Source: an optimization exercise on an open RTL-to-GDS flow (aim: small area and a short achievable clock period). Production flows keep margins and buffers that such runs may drop.

v6:
==> flow/design.v <==
module dcache_dm (
  input  logic        CLK,
  input  logic        nRST,
  input  logic        halt,
  input  logic        dmemREN,
  input  logic        dmemWEN,
  input  logic        datomic,
  input  logic [31:0] dmemaddr,
  input  logic [31:0] dmemstore,
  output logic        dhit,
  output logic [31:0] dmemload,
  output logic        dREN,
  output logic        dWEN,
  output logic [31:0] daddr,
  output logic [31:0] dstore,
  input  logic        dwait,
  input  logic [31:0] dload,
  output logic        flushed
);
  localparam logic [3:0] IDLE  = 4'd0,
                         WB0   = 4'd1,
                         WB1   = 4'd2,
                         LD0   = 4'd3,
                         LD1   = 4'd4,
                         FLUSH = 4'd5,
                         FWB0  = 4'd6,
                         FWB1  = 4'd7,
                         DONE  = 4'd8;
  logic [3:0]  state, next_state;
  logic [7:0]  valid, dirty;
  logic [25:0] tags   [8];
  logic [31:0] words0 [8];
  logic [31:0] words1 [8];
  logic [2:0]  cnt;
  logic [25:0] req_tag;
  logic [2:0]  req_idx;
  logic        req_off;
  logic        req, hit, do_write;
  assign req_tag = dmemaddr[31:6];
  assign req_idx = dmemaddr[5:3];
  assign req_off = dmemaddr[2];
  assign req     = dmemREN | dmemWEN;
  logic st_idle, st_ld0, st_ld1, st_wb1, st_fl;
  assign st_idle = (state == IDLE);
  assign st_ld0  = (state == LD0);
  assign st_ld1  = (state == LD1);
  assign st_wb1  = (state == WB1) || (state == FWB1);
  assign st_fl   = (state == FLUSH) || (state == FWB0) || (state == FWB1);
  logic [2:0]  ridx;
  logic        roff;
  logic [25:0] rtag;
  logic [31:0] rword;
  assign ridx  = st_fl ? cnt : req_idx;
  assign roff  = st_idle ? req_off : st_wb1;
  assign rtag  = tags[ridx];
  assign rword = roff ? words1[ridx] : words0[ridx];
  assign hit = st_idle && req && valid[req_idx] && (rtag == req_tag);
  logic [31:0] link;
  logic        link_valid;
  logic        link_eq, sc_ok;
  assign link_eq  = (link == dmemaddr);
  assign sc_ok    = link_valid && link_eq;
  assign do_write = hit && dmemWEN && (!datomic || sc_ok);
  always_ff @(posedge CLK or negedge nRST) begin
    if (!nRST)                              link_valid <= 1'b0;
    else if (hit && !dmemWEN && datomic)    link_valid <= 1'b1;
    else if (do_write && link_eq)           link_valid <= 1'b0;
  end
  always_ff @(posedge CLK) begin
    if (hit && !dmemWEN && datomic) link <= dmemaddr;
  end
  always_ff @(posedge CLK or negedge nRST) begin
    if (!nRST) state <= IDLE;
    else       state <= next_state;
  end
  always_comb begin
    next_state = state;
    case (state)
      IDLE: begin
        if (halt)             next_state = FLUSH;
        else if (req && !hit) next_state = dirty[req_idx] ? WB0 : LD0;
      end
      WB0:  if (!dwait) next_state = WB1;
      WB1:  if (!dwait) next_state = LD0;
      LD0:  if (!dwait) next_state = LD1;
      LD1:  if (!dwait) next_state = IDLE;
      FLUSH: begin
        if (dirty[cnt])        next_state = FWB0;
        else if (cnt == 3'd7)  next_state = DONE;
      end
      FWB0: if (!dwait) next_state = FWB1;
      FWB1: if (!dwait) next_state = (cnt == 3'd7) ? DONE : FLUSH;
      DONE: next_state = DONE;
      default: next_state = IDLE;
    endcase
  end
  assign dhit     = hit;
  assign dmemload = dmemWEN ? {31'b0, datomic & sc_ok} : rword;
  assign dstore   = rword;
  assign dREN     = st_ld0 || st_ld1;
  assign dWEN     = (state == WB0) || (state == WB1) || (state == FWB0) || (state == FWB1);
  assign daddr    = {rtag, ridx, (st_wb1 || st_ld1), 2'b00};
  assign flushed  = (state == DONE);
  logic [31:0] wdata;
  logic        we0, we1, ld_done, tag_we;
  assign wdata   = st_idle ? dmemstore : dload;
  assign ld_done = st_ld1 && !dwait;
  assign we0     = (do_write && !req_off) || (st_ld0 && !dwait);
  assign we1     = (do_write &&  req_off) || ld_done;
  assign tag_we  = (st_idle && req && !dirty[req_idx]) || (state == WB1 && !dwait);
  always_ff @(posedge CLK) begin
    for (int i = 0; i < 8; i++) begin
      if (we0 && req_idx == i)     words0[i] <= wdata;
      if (we1 && req_idx == i)     words1[i] <= wdata;
      if (tag_we && req_idx == i)  tags[i]   <= req_tag;
    end
  end
  always_ff @(posedge CLK or negedge nRST) begin
    if (!nRST) begin
      valid <= '0;
      dirty <= '0;
    end else begin
      for (int i = 0; i < 8; i++) begin
        if (ld_done && req_idx == i) begin
          valid[i] <= 1'b1;
          dirty[i] <= 1'b0;
        end else if (do_write && req_idx == i) begin
          dirty[i] <= 1'b1;
        end else if (state == FWB1 && !dwait && cnt == i) begin
          dirty[i] <= 1'b0;
        end
      end
    end
  end
  always_ff @(posedge CLK or negedge nRST) begin
    if (!nRST) begin
      cnt <= '0;
    end else if ((state == FLUSH && !dirty[cnt]) || (state == FWB1 && !dwait)) begin
      if (cnt != 3'd7) cnt <= cnt + 3'd1;
    end
  end
endmodule
export LEC_CHECK = 0
export ABC_AREA = 1
export CAP_MARGIN = 20
export CORE_MARGIN = 2
export CORE_UTILIZATION = 50
export CTS_CLUSTER_DIAMETER = 80
export CTS_CLUSTER_SIZE = 30
export SETUP_SLACK_MARGIN = 2.0
export SLEW_MARGIN = 20
create_clock -name core_clock -period 6.5 [get_ports {CLK}]
standard.sh (not shown) runs the stock make flow with config.mk's settings and CLKGATE_MAP_FILE= SYNTH_SCRIPT=/design/flow/synth_recipe.tcl, a recipe that flattens the netlist after the stock synthesis.
==> flow/flow/run.sh <==
#!/bin/bash
# Standard layout, with the ports buffered by buf_4 cells instead of the default buffer.
set -e
cp standard.sh standard_sh_copy.log
export BUFFER_PORTS_ARGS="-buffer_cell sky130_fd_sc_hd__buf_4"
bash standard.sh > standard_flow.log 2>&1
v6 completed; timing, DRC and antenna clean
diff inputs: v6 => v7
Settings: SETUP_SLACK_MARGIN changed from 2.0 to 2.5.
==> flow/run.sh (new file) <==
#!/bin/bash
# synth_recipe.tcl (not shown) runs the flow's synth.tcl, then flattens the netlist and writes it again
# the make line also repeats each setting of config.mk as NAME=value (left out here)
make -C /OpenROAD-flow-scripts/flow DESIGN_CONFIG=/design/flow/config.mk WORK_HOME=/design/flow/orfs CLKGATE_MAP_FILE= SYNTH_SCRIPT=/design/flow/synth_recipe.tcl finish
removed: flow/flow/run.sh
removed: flow/standard.sh
- v7 has completed all stages; timing, DRC and antenna checks passed.
- Taking v6 as the reference, in v7 transition time at the pin with the least slew margin moved down; final non-filler cell area rose about 7%; maximum frequency shrank by 0.38%.
Function was not checked in any run of this note: the RTL went through the layout flow alone.

[separate check: timing with driven ports]
Ports are ideal in the flow. The routed layouts listed here were re-timed in OpenROAD. Step 1 (the two cells are an assumption about what drives the block):
set clk [get_ports {CLK}]
set_driving_cell -lib_cell sky130_fd_sc_hd__clkbuf_16 $clk
set_driving_cell -lib_cell sky130_fd_sc_hd__buf_2 [delete_from_list [all_inputs] $clk]
Step 2 moves the port delays by t, midway between the first and last clock arrival at a register: inputs arrive t later, outputs are due t later. That takes back most of the time a late clock gives input paths. Three values: ideal ports, drivers, drivers and shift; two values: the first two.
run	shift t [ns]	slack for setup (ns)	hold slack, ns
v6	0.651	1.649 / 1.580 / 1.391	0.479 / 0.479 / 0.479
v7	0.658	1.630 / 1.570 / 1.510	0.482 / 0.482 / 0.482
After both steps every run listed still meets setup and hold. The setup slack of v6, which loses most, moves by -0.069 ns with the drivers and by -0.258 ns with both steps.
